This is an optimization exercise on Yosys and OpenROAD, whose aim is a short achievable clock period and few clock cycles, not a production implementation.
Where RTL was checked, it was by simulation tests only, not by an equivalence proof against the original.
No functional check of the RTL was part of run 2.
Power is estimated from default activity; no workload was simulated.

==> flow/design.v <==
package mips_pkg;
  localparam logic [5:0] OP_RTYPE = 6'h00;
  localparam logic [5:0] OP_J     = 6'h02;
  localparam logic [5:0] OP_BEQ   = 6'h04;
  localparam logic [5:0] OP_BNE   = 6'h05;
  localparam logic [5:0] OP_ADDI  = 6'h08;
  localparam logic [5:0] OP_SLTI  = 6'h0A;
  localparam logic [5:0] OP_ANDI  = 6'h0C;
  localparam logic [5:0] OP_ORI   = 6'h0D;
  localparam logic [5:0] OP_LW    = 6'h23;
  localparam logic [5:0] OP_SW    = 6'h2B;
  localparam logic [5:0] FN_SLL = 6'h00;
  localparam logic [5:0] FN_SRL = 6'h02;
  localparam logic [5:0] FN_ADD = 6'h20;
  localparam logic [5:0] FN_SUB = 6'h22;
  localparam logic [5:0] FN_AND = 6'h24;
  localparam logic [5:0] FN_OR  = 6'h25;
  localparam logic [5:0] FN_XOR = 6'h26;
  localparam logic [5:0] FN_NOR = 6'h27;
  localparam logic [5:0] FN_SLT = 6'h2A;
  typedef enum logic [2:0] {ST_FETCH, ST_DECODE, ST_EXEC, ST_MEM, ST_WB, ST_TRAP} state_t;
  typedef enum logic [3:0] {
    ALU_ADD, ALU_SUB, ALU_AND, ALU_OR, ALU_XOR, ALU_NOR, ALU_SLT, ALU_SLL, ALU_SRL
  } alu_op_t;
  typedef enum logic [1:0] {SRC_REG, SRC_SIMM, SRC_ZIMM} src_t;
  typedef struct packed {
    logic    valid;
    alu_op_t op;
    src_t    src;
    logic    wr_en;
    logic    wr_rt;
    logic    is_lw;
    logic    is_sw;
    logic    is_beq;
    logic    is_bne;
    logic    is_j;
  } ctrl_t;
  function automatic ctrl_t decode(input logic [5:0] opcode, input logic [5:0] funct);
    mips_pkg::ctrl_t c;
    c = '0;
    c.valid = 1'b1;
    c.op    = mips_pkg::ALU_ADD;
    c.src   = mips_pkg::SRC_REG;
    case (opcode)
      mips_pkg::OP_RTYPE: begin
        c.wr_en = 1'b1;
        case (funct)
          mips_pkg::FN_ADD:  c.op = mips_pkg::ALU_ADD;
          mips_pkg::FN_SUB:  c.op = mips_pkg::ALU_SUB;
          mips_pkg::FN_AND:  c.op = mips_pkg::ALU_AND;
          mips_pkg::FN_OR:   c.op = mips_pkg::ALU_OR;
          mips_pkg::FN_XOR:  c.op = mips_pkg::ALU_XOR;
          mips_pkg::FN_NOR:  c.op = mips_pkg::ALU_NOR;
          mips_pkg::FN_SLT:  c.op = mips_pkg::ALU_SLT;
          mips_pkg::FN_SLL:  c.op = mips_pkg::ALU_SLL;
          mips_pkg::FN_SRL:  c.op = mips_pkg::ALU_SRL;
          default: c.valid = 1'b0;
        endcase
      end
      mips_pkg::OP_ADDI: begin c.src = mips_pkg::SRC_SIMM; c.wr_en = 1'b1; c.wr_rt = 1'b1; end
      mips_pkg::OP_SLTI: begin c.op = mips_pkg::ALU_SLT; c.src = mips_pkg::SRC_SIMM; c.wr_en = 1'b1; c.wr_rt = 1'b1; end
      mips_pkg::OP_ANDI: begin c.op = mips_pkg::ALU_AND; c.src = mips_pkg::SRC_ZIMM; c.wr_en = 1'b1; c.wr_rt = 1'b1; end
      mips_pkg::OP_ORI:  begin c.op = mips_pkg::ALU_OR;  c.src = mips_pkg::SRC_ZIMM; c.wr_en = 1'b1; c.wr_rt = 1'b1; end
      mips_pkg::OP_LW:   begin c.src = mips_pkg::SRC_SIMM; c.wr_en = 1'b1; c.wr_rt = 1'b1; c.is_lw = 1'b1; end
      mips_pkg::OP_SW:   begin c.src = mips_pkg::SRC_SIMM; c.is_sw = 1'b1; end
      mips_pkg::OP_BEQ:  begin c.op = mips_pkg::ALU_SUB; c.is_beq = 1'b1; end
      mips_pkg::OP_BNE:  begin c.op = mips_pkg::ALU_SUB; c.is_bne = 1'b1; end
      mips_pkg::OP_J:    c.is_j = 1'b1;
      default: c.valid = 1'b0;
    endcase
    decode = c;
  endfunction
endpackage
module mips_alu
(
  input  logic signed [31:0] a,
  input  logic signed [31:0] b,
  input  mips_pkg::alu_op_t  op,
  input  logic        [4:0]  shamt,
  output logic signed [31:0] result,
  output logic               zero
);
  always_comb begin
    result = '0;
    case (op)
      mips_pkg::ALU_ADD: result = a + b;
      mips_pkg::ALU_SUB: result = a - b;
      mips_pkg::ALU_AND: result = a & b;
      mips_pkg::ALU_OR:  result = a | b;
      mips_pkg::ALU_XOR: result = a ^ b;
      mips_pkg::ALU_NOR: result = ~(a | b);
      mips_pkg::ALU_SLT: result = (a < b) ? 32'sd1 : 32'sd0;
      mips_pkg::ALU_SLL: result = $signed($unsigned(b) << shamt);
      mips_pkg::ALU_SRL: result = $signed($unsigned(b) >> shamt);
      default: result = '0;
    endcase
  end
  assign zero = (result == '0);
endmodule
module mips_multicycle_core
#(
  parameter int                ADDR_W   = 10,
  parameter logic [ADDR_W-1:0] RESET_PC = '0
) (
  input  logic              clk,
  input  logic              rst,
  input  logic              run,
  output logic              imem_req,
  output logic [ADDR_W-1:0] imem_addr,
  input  logic              imem_ready,
  input  logic [31:0]       imem_rdata,
  output logic              dmem_req,
  output logic              dmem_we,
  output logic [ADDR_W-1:0] dmem_addr,
  output logic [31:0]       dmem_wdata,
  input  logic              dmem_ready,
  input  logic [31:0]       dmem_rdata,
  input  logic [4:0]        dbg_sel,
  output logic [31:0]       dbg_reg,
  output logic [ADDR_W-1:0] dbg_pc,
  output logic              retire,
  output logic              halted
);
  logic [ADDR_W-1:0]  pc, pc1, btgt, npc;
  logic [31:0]        ir;
  logic               ir_v, halt_r, trap;
  logic [31:0]        r [1:31];
  logic [31:0]        rfv [32];
  logic signed [31:0] va, vb, alu_b, alu_res, simm, zimm;
  logic [ADDR_W-1:0]  maddr;
  logic [4:0]         wr_idx;
  logic               alu_zero, take, exec, is_mem, done, wen;
  mips_pkg::ctrl_t    dec;
  always_comb begin
    rfv[0] = '0;
    for (int i = 1; i < 32; i++) rfv[i] = r[i];
  end
  assign dec    = mips_pkg::decode(ir[31:26], ir[5:0]);
  assign va     = rfv[ir[25:21]];
  assign vb     = rfv[ir[20:16]];
  assign simm   = {{16{ir[15]}}, ir[15:0]};
  assign zimm   = {16'h0000, ir[15:0]};
  assign wr_idx = dec.wr_rt ? ir[20:16] : ir[15:11];
  always_comb begin
    alu_b = vb;
    case (dec.src)
      mips_pkg::SRC_SIMM: alu_b = simm;
      mips_pkg::SRC_ZIMM: alu_b = zimm;
      default:            alu_b = vb;
    endcase
  end
  mips_alu u_alu (
    .a      (va),
    .b      (alu_b),
    .op     (dec.op),
    .shamt  (ir[10:6]),
    .result (alu_res),
    .zero   (alu_zero)
  );
  assign maddr  = va[ADDR_W-1:0] + ir[ADDR_W-1:0];
  assign pc1    = pc + ADDR_W'(1);
  assign btgt   = pc1 + ir[ADDR_W-1:0];
  assign take   = (dec.is_beq && (va == vb)) || (dec.is_bne && (va != vb));
  assign npc    = dec.is_j ? ir[ADDR_W-1:0] : (take ? btgt : pc1);
  assign exec   = ir_v && dec.valid;
  assign is_mem = dec.is_lw || dec.is_sw;
  assign done   = !is_mem || dmem_ready;
  assign wen    = dec.wr_en && (wr_idx != 5'd0);
  assign trap       = ir_v && !dec.valid;
  assign halted     = halt_r;
  assign retire     = exec && done;
  assign dmem_req   = exec && is_mem;
  assign dmem_we    = exec && dec.is_sw;
  assign dmem_addr  = maddr;
  assign dmem_wdata = vb;
  assign imem_req   = run && !trap && (!ir_v || done);
  assign imem_addr  = ir_v ? npc : pc;
  assign dbg_reg    = rfv[dbg_sel];
  assign dbg_pc     = pc;
  always_ff @(posedge clk) begin
    if (rst) begin
      pc     <= RESET_PC;
      ir_v   <= 1'b0;
      halt_r <= 1'b0;
      for (int i = 1; i < 32; i++) r[i] <= '0;
    end else begin
      if (trap && !halt_r) begin
        halt_r <= 1'b1;
        pc     <= pc1;
      end
      if (retire) begin
        pc <= npc;
        if (wen) r[wr_idx] <= dec.is_lw ? dmem_rdata : alu_res;
      end
      if (imem_req && imem_ready) ir_v <= 1'b1;
      else if (retire)            ir_v <= 1'b0;
    end
  end
  always_ff @(posedge clk) begin
    if (imem_req && imem_ready) ir <= imem_rdata;
  end
endmodule
==> flow/run.sh <==
#!/bin/bash
# synth_recipe.tcl (not shown) runs the flow's synth.tcl, then flattens the netlist and writes it again
# the make line also repeats each setting of config.mk as NAME=value (left out here)
make -C /OpenROAD-flow-scripts/flow DESIGN_CONFIG=/design/flow/config.mk WORK_HOME=/design/flow/orfs CLKGATE_MAP_FILE= SYNTH_SCRIPT=/design/flow/synth_recipe.tcl finish
==> flow/config.mk <==
export PLATFORM = sky130hd
export DESIGN_NAME = mips_multicycle_core
export DESIGN_NICKNAME = mips_multicycle_core
export VERILOG_FILES = /design/flow/design.v
export SDC_FILE = /design/flow/constraint.sdc
export NUM_CORES = 4
export LEC_CHECK = 0
export ABC_CLOCK_PERIOD_IN_PS = 3500
export CAP_MARGIN = 20
export CORE_MARGIN = 2
export CORE_UTILIZATION = 40
export PLACE_DENSITY = 0.6
export SETUP_SLACK_MARGIN = 4.0
export SLEW_MARGIN = 20
==> flow/constraint.sdc <==
create_clock -name core_clock -period 8.0 [get_ports {clk}]
set_input_delay 1.6000 -clock core_clock [delete_from_list [all_inputs] [get_ports {clk}]]
set_output_delay 1.6000 -clock core_clock [all_outputs]
set_load 0.01 [all_outputs]
==> Implementation_results.wiki, run 1 <==
{| class="wikitable"
! Metric !! Value
|-
| Number of synthesized register bits || 1036
|-
| Top-Level Pins || 173
|-
| # hold bufs at CTS || 0
|-
| Site row count || 150
|-
| CTS sink count || 1036
|-
| H-Tree Depth || 3
|-
| Post-Synthesis Cell Area || 67000 sq um
|-
| CTS Buffer Depth || 3
|-
| Number of warnings issued by yosys || 3
|-
| GRT Util Overall || 73.2%
|-
| Count of distinct cell types in the synthesized netlist || 111
|-
| Part of the Yosys area used for sequential elements || 46.2%
|-
| Pin count of the biggest net entering global routing || 49
|-
| Fraction of registers with async set or reset after synthesis || 0%
|-
| Top-area cell type share of the netlist area || 45.9%
|-
| Root buf cell || sky130_fd_sc_hd__clkbuf_16
|-
| Run status || aborted with a tool error
|-
| Number of buffers added by the clock tree synthesis step || 120
|-
| IO Port Bufs || 172
|-
| Post-synth top area cell || sky130_fd_sc_hd__edfxtp_1
|-
| Stage where the flow stopped || 5_1_grt
|-
| Die Span Y || 413 microns
|-
| Mean instance size in the synthesized netlist || 9.83 sq um
|-
| RD Place Congestion || 1.16
|-
| Hpwl dp || 391 mm
|-
| Tool error message || [ERROR GRT-0232] Routing congestion too high. Check the congestion heatmap in the GUI.
|-
| Leftover overflow at the end of global routing || 4
|-
| DIE WIDTH || 413 microns
|-
| Worst slack at placement || -0.0486 ns
|-
| Post-synth EDFFs || 1024
|-
| Inst Count DP || 9056
|-
| Starting density of the core || 40.2%
|-
| Top cells by area, synth || sky130_fd_sc_hd__edfxtp_1 (46%), sky130_fd_sc_hd__a22oi_1 (10%), sky130_fd_sc_hd__nor2_1 (6.1%)
|-
| Prevailing post-synth register cell || sky130_fd_sc_hd__edfxtp_1
|-
| Cell count after synthesis || 6816
|}
## per-layer routing
| layer | GRT usage [%] | overflow |
|---|---|---|
| met1 | 73.3 | 2 |
| met2 | 87.9 | 0 |
| met3 | 58.1 | 1 |
| met4 | 72.8 | 1 |
| met5 | 41.6 | 0 |
## cell families after synthesis
group | synth area share (%)
flops | 46.2
xor+xnor | 1.01
mux | 3.37
fa+ha+maj | 2.68
compound gates | 21.4
simple gates | 20.4
buf+inv | 4.91
## synthesized netlist by cell type (16+ instances only)
cell / number
sky130_fd_sc_hd__buf_1: 32
sky130_fd_sc_hd__a22oi_1: 891
sky130_fd_sc_hd__mux2i_1: 68
sky130_fd_sc_hd__a22o_1: 129
sky130_fd_sc_hd__ha_1: 137
sky130_fd_sc_hd__a31oi_1: 24
sky130_fd_sc_hd__buf_6: 19
sky130_fd_sc_hd__or3b_2: 16
sky130_fd_sc_hd__edfxtp_1: 1024
sky130_fd_sc_hd__xnor2_1: 41
sky130_fd_sc_hd__nand3_1: 341
sky130_fd_sc_hd__nand2b_1: 61
sky130_fd_sc_hd__nor2_2: 30
sky130_fd_sc_hd__nor2b_1: 50
sky130_fd_sc_hd__nor3_1: 110
sky130_fd_sc_hd__inv_1: 115
sky130_fd_sc_hd__and3_1: 304
sky130_fd_sc_hd__mux4_2: 64
sky130_fd_sc_hd__o21bai_1: 16
sky130_fd_sc_hd__a211oi_1: 35
sky130_fd_sc_hd__a221oi_1: 132
sky130_fd_sc_hd__o22ai_1: 25
sky130_fd_sc_hd__a21o_1: 36
sky130_fd_sc_hd__buf_2: 85
sky130_fd_sc_hd__or3_1: 33
sky130_fd_sc_hd__nor3b_1: 50
sky130_fd_sc_hd__o21ai_0: 98
sky130_fd_sc_hd__o211ai_1: 30
sky130_fd_sc_hd__nor4_1: 27
sky130_fd_sc_hd__xor2_1: 36
sky130_fd_sc_hd__a21oi_1: 159
sky130_fd_sc_hd__clkbuf_1: 530
sky130_fd_sc_hd__a2111oi_0: 84
sky130_fd_sc_hd__a222oi_1: 42
sky130_fd_sc_hd__nand2_1: 228
sky130_fd_sc_hd__nand3b_1: 26
sky130_fd_sc_hd__or4_1: 65
sky130_fd_sc_hd__nor2_1: 1094
sky130_fd_sc_hd__nand4_1: 208
## stage by stage
stage                     area [sq um]  hold WS [ns]  total power [mW]
after global placement           76300         0.506              10.6
after CTS                        86000         0.541              17.1
after detailed placement         76400         0.523              10.6
after floorplan                  70000         0.513              8.60
## worst max path at each step
| stage | start | cells past startpoint | endpoint | slack, ns |
|---|---|---|---|---|
| after floorplan | ir[18] | 15 | imem_addr[8] | 2.49 |
| after global placement | ir[22] | 19 | imem_addr[8] | -0.13 |
| after detailed placement | ir[18] | 20 | imem_addr[0] | -0.05 |
| after CTS | ir[19] | 21 | imem_addr[8] | 0.52 |
## power by group through the flow
stage / Combinational [mW] / Sequential, mW / Clock [mW]
after CTS: 4.62 / 6.42 / 6.01
after detailed placement: 4.02 / 6.53 / 0
after global placement: 4.01 / 6.55 / 0
after floorplan: 2.23 / 6.36 / 0
## timing repair
item                                    in CTS
setup buffers                              307
pin swaps                                  180
endpoints found under the setup margin    2082
gates resized for setup                    506
cloned                                      28
Testbench counts, summed over its fixed seeds: cycles 4,192.
==> run 2: changes to the inputs <==
--- a/flow/design.v
+++ b/flow/design.v
@@ -121,82 +121,91 @@
   output logic              retire,
   output logic              halted
 );
-  logic [ADDR_W-1:0]  pc, pc1, btgt, npc;
+  mips_pkg::state_t             state;
+  logic [ADDR_W-1:0]  pc;
   logic [31:0]        ir;
-  logic               ir_v, halt_r, trap;
-  logic [31:0]        r [1:31];
-  logic [31:0]        rfv [32];
-  logic signed [31:0] va, vb, alu_b, alu_res, simm, zimm;
-  logic [ADDR_W-1:0]  maddr;
-  logic [4:0]         wr_idx;
-  logic               alu_zero, take, exec, is_mem, done, wen;
-  mips_pkg::ctrl_t    dec;
+  logic [31:0]        rf [32];
+  logic signed [31:0] a, b, simm, zimm, alu_out, mdr;
+  logic signed [31:0] alu_b, alu_res;
+  logic [4:0]         shamt, wr_idx;
+  logic               alu_zero, take, fetch_pending;
+  mips_pkg::ctrl_t              ctrl, dec;
+  assign dec = mips_pkg::decode(ir[31:26], ir[5:0]);
   always_comb begin
-    rfv[0] = '0;
-    for (int i = 1; i < 32; i++) rfv[i] = r[i];
-  end
-  assign dec    = mips_pkg::decode(ir[31:26], ir[5:0]);
-  assign va     = rfv[ir[25:21]];
-  assign vb     = rfv[ir[20:16]];
-  assign simm   = {{16{ir[15]}}, ir[15:0]};
-  assign zimm   = {16'h0000, ir[15:0]};
-  assign wr_idx = dec.wr_rt ? ir[20:16] : ir[15:11];
-  always_comb begin
-    alu_b = vb;
-    case (dec.src)
+    alu_b = b;
+    case (ctrl.src)
       mips_pkg::SRC_SIMM: alu_b = simm;
       mips_pkg::SRC_ZIMM: alu_b = zimm;
-      default:            alu_b = vb;
+      default:  alu_b = b;
     endcase
   end
   mips_alu u_alu (
-    .a      (va),
+    .a      (a),
     .b      (alu_b),
-    .op     (dec.op),
-    .shamt  (ir[10:6]),
+    .op     (ctrl.op),
+    .shamt  (shamt),
     .result (alu_res),
     .zero   (alu_zero)
   );
-  assign maddr  = va[ADDR_W-1:0] + ir[ADDR_W-1:0];
-  assign pc1    = pc + ADDR_W'(1);
-  assign btgt   = pc1 + ir[ADDR_W-1:0];
-  assign take   = (dec.is_beq && (va == vb)) || (dec.is_bne && (va != vb));
-  assign npc    = dec.is_j ? ir[ADDR_W-1:0] : (take ? btgt : pc1);
-  assign exec   = ir_v && dec.valid;
-  assign is_mem = dec.is_lw || dec.is_sw;
-  assign done   = !is_mem || dmem_ready;
-  assign wen    = dec.wr_en && (wr_idx != 5'd0);
-  assign trap       = ir_v && !dec.valid;
-  assign halted     = halt_r;
-  assign retire     = exec && done;
-  assign dmem_req   = exec && is_mem;
-  assign dmem_we    = exec && dec.is_sw;
-  assign dmem_addr  = maddr;
-  assign dmem_wdata = vb;
-  assign imem_req   = run && !trap && (!ir_v || done);
-  assign imem_addr  = ir_v ? npc : pc;
-  assign dbg_reg    = rfv[dbg_sel];
+  assign imem_req   = (state == mips_pkg::ST_FETCH) && (run || fetch_pending);
+  assign imem_addr  = pc;
+  assign dmem_req   = (state == mips_pkg::ST_MEM);
+  assign dmem_we    = dmem_req && ctrl.is_sw;
+  assign dmem_addr  = alu_out[ADDR_W-1:0];
+  assign dmem_wdata = b;
+  assign dbg_reg    = rf[dbg_sel];
   assign dbg_pc     = pc;
+  assign retire     = (state == mips_pkg::ST_WB);
+  assign halted     = (state == mips_pkg::ST_TRAP);
   always_ff @(posedge clk) begin
     if (rst) begin
-      pc     <= RESET_PC;
-      ir_v   <= 1'b0;
-      halt_r <= 1'b0;
-      for (int i = 1; i < 32; i++) r[i] <= '0;
+      state         <= mips_pkg::ST_FETCH;
+      pc            <= RESET_PC;
+      fetch_pending <= 1'b0;
+      for (int i = 0; i < 32; i++) rf[i] <= '0;
     end else begin
-      if (trap && !halt_r) begin
-        halt_r <= 1'b1;
-        pc     <= pc1;
-      end
-      if (retire) begin
-        pc <= npc;
-        if (wen) r[wr_idx] <= dec.is_lw ? dmem_rdata : alu_res;
-      end
-      if (imem_req && imem_ready) ir_v <= 1'b1;
-      else if (retire)            ir_v <= 1'b0;
+      case (state)
+        mips_pkg::ST_FETCH: begin
+          if (imem_req) begin
+            if (imem_ready) begin
+              ir            <= imem_rdata;
+              pc            <= pc + ADDR_W'(1);
+              fetch_pending <= 1'b0;
+              state         <= mips_pkg::ST_DECODE;
+            end else begin
+              fetch_pending <= 1'b1;
+            end
+          end
+        end
+        mips_pkg::ST_DECODE: begin
+          a      <= rf[ir[25:21]];
+          b      <= rf[ir[20:16]];
+          simm   <= {{16{ir[15]}}, ir[15:0]};
+          zimm   <= {16'h0000, ir[15:0]};
+          shamt  <= ir[10:6];
+          ctrl   <= dec;
+          wr_idx <= dec.wr_rt ? ir[20:16] : ir[15:11];
+          state  <= dec.valid ? mips_pkg::ST_EXEC : mips_pkg::ST_TRAP;
+        end
+        mips_pkg::ST_EXEC: begin
+          alu_out <= alu_res;
+          take    <= (ctrl.is_beq && alu_zero) || (ctrl.is_bne && !alu_zero);
+          state   <= (ctrl.is_lw || ctrl.is_sw) ? mips_pkg::ST_MEM : mips_pkg::ST_WB;
+        end
+        mips_pkg::ST_MEM: begin
+          if (dmem_ready) begin
+            mdr   <= dmem_rdata;
+            state <= mips_pkg::ST_WB;
+          end
+        end
+        mips_pkg::ST_WB: begin
+          if (ctrl.wr_en && (wr_idx != 5'd0)) rf[wr_idx] <= ctrl.is_lw ? mdr : alu_out;
+          if (ctrl.is_j)  pc <= ir[ADDR_W-1:0];
+          else if (take)  pc <= pc + simm[ADDR_W-1:0];
+          state <= mips_pkg::ST_FETCH;
+        end
+        default: state <= mips_pkg::ST_TRAP;
+      endcase
     end
   end
-  always_ff @(posedge clk) begin
-    if (imem_req && imem_ready) ir <= imem_rdata;
-  end
 endmodule
--- a/flow/config.mk
+++ b/flow/config.mk
@@ -5,10 +5,8 @@
 export SDC_FILE = /design/flow/constraint.sdc
 export NUM_CORES = 4
 export LEC_CHECK = 0
-export ABC_CLOCK_PERIOD_IN_PS = 3500
 export CAP_MARGIN = 20
 export CORE_MARGIN = 2
 export CORE_UTILIZATION = 40
 export PLACE_DENSITY = 0.6
-export SETUP_SLACK_MARGIN = 4.0
 export SLEW_MARGIN = 20
==> Implementation_results.wiki, run 2 <==
{| class="wikitable"
! Metric !! Value
|-
| Std-Cell Core Area || 193000 sq um
|-
| Number of antenna violations at the first check in global routing || 14
|-
| Delay contributed by the slowest stage of the critical path || 0.80 ns
|-
| IO Port Bufs || 172 (unchanged)
|-
| Reg power frac || 42.0%
|-
| Largest register FFs || 1024
|-
| Top post-synthesis cells by count || sky130_fd_sc_hd__edfxtp_1 (1218), sky130_fd_sc_hd__nor2_1 (1154), sky130_fd_sc_hd__mux4_2 (994), sky130_fd_sc_hd__clkbuf_1 (450), sky130_fd_sc_hd__nand2_1 (190) (was sky130_fd_sc_hd__nor2_1 (1094), sky130_fd_sc_hd__edfxtp_1 (1024), sky130_fd_sc_hd__a22oi_1 (891), sky130_fd_sc_hd__clkbuf_1 (530), sky130_fd_sc_hd__nand3_1 (341))
|-
| Final-report max-slew violation count || 0
|-
| Cell Pwr Density || 210 nW/um^2
|-
| Fraction of registers with async set or reset after synthesis || 0% (unchanged)
|-
| Cell count after synthesis || 5606 (was 6816)
|-
| Leftover overflow at the end of global routing || 0
|-
| Clk pin slew, worst setup/hold paths || 0.07 ns
|-
| Class of the worst hold path || flop to flop
|-
| CTS Buffer Depth || 3 (unchanged)
|-
| Req. time, crit path || 8.56 ns
|-
| GRT Util Overall || 31.3%
|-
| Iter 0 DRT Violations || 8385
|-
| Wire length after detailed routing || 312 mm
|-
| Routed length per instance || 38.1 microns
|-
| Part of the Yosys area used for sequential elements || 47.5% (was 46.2%)
|-
| Combinational fraction of design power || 22.7%
|-
| Final Skew || 0.0465 ns
|-
| Top-area cell type share of the netlist area || 47.2% (was 45.9%)
|-
| Post-layout utilization of the core || 45.3%
|-
| Endpoint of the most critical register-to-register path || take
|-
| Count leader, synth || sky130_fd_sc_hd__edfxtp_1 (was sky130_fd_sc_hd__nor2_1)
|-
| Met3 Routed Length || 35.0 mm
|-
| Power share of the clock group || 35.2%
|-
| Worst hold slack after final layout || 0.419 ns
|-
| Switching power || 5.56 mW
|-
| Final critical-path required period || 6.92 ns
|-
| Vias in the first global route || 55100
|-
| Largest family of logic cells by synthesized area || multiplexers (was compound AO/OA/AOI/OAI gates)
|-
| Number of cells traversed by the worst hold path || 0
|-
| Wire length of the first global-routing pass || 433 mm
|-
| Share of cell area taken by muxes after synthesis || 31.9% (was 3.37%)
|-
| Leakage Power || 29.6 nW
|-
| CTS tree || yes
|-
| Number of vias after detailed routing || 56500
|-
| Post-CTS sizing || 0 (was 506)
|-
| R2R Setup Slk || 1.08 ns
|-
| Setup bufs post-CTS || 0 (was 307)
|-
| Relative slew slack || 21.9%
|-
| DR pass1 iterations || 6
|-
| DIE AREA || 197000 sq um
|-
| Startpoint type of the worst setup path || flop
|-
| DRC violation count after routing || 0
|-
| Via density || 6.89
|-
| Worst Max-Slew Pin Slew || 1.17 ns
|-
| Post-synth top area cell || sky130_fd_sc_hd__edfxtp_1 (unchanged)
|-
| Die Span Y || 444 microns (was 413 microns)
|-
| Total routed wire length on the met1 layer || 107 mm
|-
| Prevailing post-synth register cell || sky130_fd_sc_hd__edfxtp_1 (unchanged)
|-
| Remaining number of nets flagged by the antenna check after routing || 0
|-
| Number of buffers added by the clock tree synthesis step || 141 (was 120)
|-
| Beginning of the worst hold path || ir[10]
|-
| Most frequent cells in the layout || sky130_fd_sc_hd__edfxtp_1 (1218), sky130_fd_sc_hd__nor2_1 (1154), sky130_fd_sc_hd__mux4_2 (994)
|-
| Maximum fanout count along the critical path || 27
|-
| Depth of the most critical reg-to-reg path || 18
|-
| Category of the critical setup timing path || flop to flop
|-
| Worst-Skew Late Latency || 0.84 ns
|-
| Adder-cell share of the synthesized area || 1.82% (was 2.68%)
|-
| Post-synth EDFFs || 1218 (was 1024)
|-
| # hold bufs at CTS || 0 (unchanged)
|-
| Max frequency || 0.145 GHz
|-
| Data arrival, critical path || 7.47 ns
|-
| Mean instance size in the synthesized netlist || 13.8 sq um (was 9.83 sq um)
|-
| Top routing layer in use || met5
|-
| Cell seen most often among critical-path stages || sky130_fd_sc_hd__inv_1
|-
| Max cap viols || 0
|-
| Critical path capture point type || flop
|-
| Site row count || 161 (was 150)
|-
| Compound-gate portion of the synthesized area || 5.97% (was 21.4%)
|-
| Met2 wire length || 149 mm
|-
| Starting density of the core || 40.3% (was 40.2%)
|-
| Count of distinct cell types in the synthesized netlist || 99 (was 111)
|-
| Endpoint of the worst hold-timing path || zimm[10]
|-
| Layout overhead on the synthesized area || 12.5%
|-
| Top-Level Pins || 173 (unchanged)
|-
| Pin count of the biggest net entering global routing || 111
|-
| Max stage delay cell, worst path || sky130_fd_sc_hd__ha_1
|-
| Fraction of the mapped netlist area in simple logic gates || 9.00% (was 20.4%)
|-
| Number of nets in the layout || 5744
|-
| Final-layout setup total negative slack || 0 ns
|-
| Post-Synthesis Cell Area || 77500 sq um (was 67000 sq um)
|-
| Number of warnings issued by yosys || 2 (was 3)
|-
| H-Tree Depth || 4 (was 3)
|-
| Cell breakdown of the critical path || inv_1 -> ha_1 -> o21ai_0 -> o21ai_1 -> inv_1 -> ha_1 -> inv_1 -> or3_1 -> o21ai_1 -> a21oi_1 -> a21oi_1 -> nor3_1 -> a21o_1 -> a2111oi_0 -> o21ai_0 -> or4_1 -> nor2_1 -> mux2_1
|-
| Fraction of final layout cells sized beyond drive strength 1 || 29.3%
|-
| Reg with most FFs || rf
|-
| IR Drop Worst-Case VDD || 0.000239 V
|-
| Fill cell instance count of the final layout || 16800
|-
| Switch share || 30.4%
|-
| Final Hold Viols || 0
|-
| Xor-xnor portion of the synthesized cell area || 0.147% (was 1.01%)
|-
| Top cells by area, synth || sky130_fd_sc_hd__edfxtp_1 (47%), sky130_fd_sc_hd__mux4_2 (29%), sky130_fd_sc_hd__nor2_1 (5.6%) (was sky130_fd_sc_hd__edfxtp_1 (46%), sky130_fd_sc_hd__a22oi_1 (10%), sky130_fd_sc_hd__nor2_1 (6.1%))
|-
| DIE WIDTH || 444 microns (was 413 microns)
|-
| Most frequent standard cell in the layout excluding fill and tap cells || sky130_fd_sc_hd__edfxtp_1
|-
| Fraction of the cycle the final worst path needs || 86.5%
|-
| Number of synthesized register bits || 1232 (was 1036)
|-
| Run status || no timing/DRC/antenna violations (was aborted with a tool error)
|-
| Unrepaired setup endpoints after global routing || no
|-
| Root buf cell || sky130_fd_sc_hd__clkbuf_16 (unchanged)
|-
| Startpoint of the lowest-slack register-to-register path || ctrl[8]
|-
| RD Place Congestion || 0.972 (was 1.16)
|-
| Internal Pwr Total || 12.8 mW
|-
| CTS sink count || 1232 (was 1036)
|-
| Number of setup violations in the final report || 0
|-
| Hpwl dp || 196 mm (was 391 mm)
|}
run 2: changes by cell type after synthesis, sizes merged, moves of 127 or more:
cell    before   now
edfxtp    1024  1218
a22oi      895    10
mux4        64   999
nand4      208    10
nand3      342    42
and3       309     6
a22o       130     3
run 2: power groups by stage:
| stage | logic, mW | registers, mW | clock network, mW |
|---|---|---|---|
| global placement | 4.05 | 7.80 | 0 |
| CTS | 4.07 | 7.69 | 6.50 |
| floorplan | 2.62 | 7.69 | 0 |
| detailed placement | 4.04 | 7.82 | 0 |
| global route | 4.34 | 7.73 | 6.74 |
| finish | 4.16 | 7.70 | 6.45 |
run 2: metrics by stage:
stage,std cells,worst slack (ns),cell area (sq um),total power [mW]
2_1_floorplan,5637,0.356,77700,10.3
3_3_place_gp,7927,1.40,82300,11.9
3_5_place_dp,7932,1.34,82500,11.9
4_1_cts,8180,1.26,87000,18.3
5_1_grt,8192,0.747,87200,18.8
6_report,8197,1.08,87200,18.3
run 2: kinds of logic (layout without fill, tap and decap cells):
| group | Yosys count | after routing |
|---|---|---|
| buf+inv | 715 | 742 |
| fa+ha+maj | 111 | 111 |
| flops | 1232 | 1232 |
| xor+xnor | 13 | 13 |
| compound gates | 679 | 679 |
| simple gates | 1653 | 1653 |
| other cells | 1 | 39 |
| mux | 1202 | 1202 |
run 2: worst max path at each step:
stage,from,endpoint,slack (ns),cells after the start
finish,ctrl[8],take,1.08,18
floorplan,rst,a[0],0.36,2
global route,ctrl[8],take,0.75,18
CTS,ctrl[8],take,1.26,18
global placement,ctrl[8],take,1.40,19
detailed placement,ctrl[8],take,1.34,18
run 2: worst max-delay path, delay by kind of cell (launching register included):
family	cells	cell delay (ns)
and+or+nand+nor	4	1.12
DFF	1	0.41
adders and majority gates	2	1.46
muxes	1	0.33
buffers and inverters	3	0.47
AOI/OAI and AO/OA	8	2.82
run 2: cell type report:
type	instances	area (sq um)	share of cell area, %
multi-input combinational	3690	38500	44.2
clock buffer	168	3710	4.26
inverter	130	488	0.559
clock inverter	80	766	0.878
antenna	7	17.5	0.0201
sequential	1232	36900	42.3
timing repair buffer	364	3700	4.24
tap	2526	3160	3.62
run 2: routing by layer:
layer	up-vias	global-route usage (%)
met4	8	17.0
met3	984	7.18
met5	-	0
li1	22100	-
met1	29100	38.7
met2	4267	51.0

separate check: timing with driven ports:
In the flow no input, the clock included, has a driving cell. The finished layout below was timed again as built, in two steps. Step 1 (the two cells are an assumption about what drives the block):
set clk [get_ports {clk}]
set_driving_cell -lib_cell sky130_fd_sc_hd__clkbuf_16 $clk
set_driving_cell -lib_cell sky130_fd_sc_hd__buf_2 [delete_from_list [all_inputs] $clk]
Step 2 moves the port delays by t, midway between the first and last clock arrival at a register: inputs arrive t later, outputs are due t later. That takes back most of the time a late clock gives input paths. Three values: no drivers, after step 1, after step 2; two values: the first two.
run: run 2
t, ns: 0.898
setup slack, ns: 1.083 / 1.083 / 1.083
hold WS [ns]: 0.419 / 0.419 / 0.419
slew at the worst register clock pin (ns): 0.07 / 0.07
After both steps setup and hold are still met in run 2. The setup slack of run 2 moves by 0.000 ns with the drivers and by 0.000 ns with both steps.
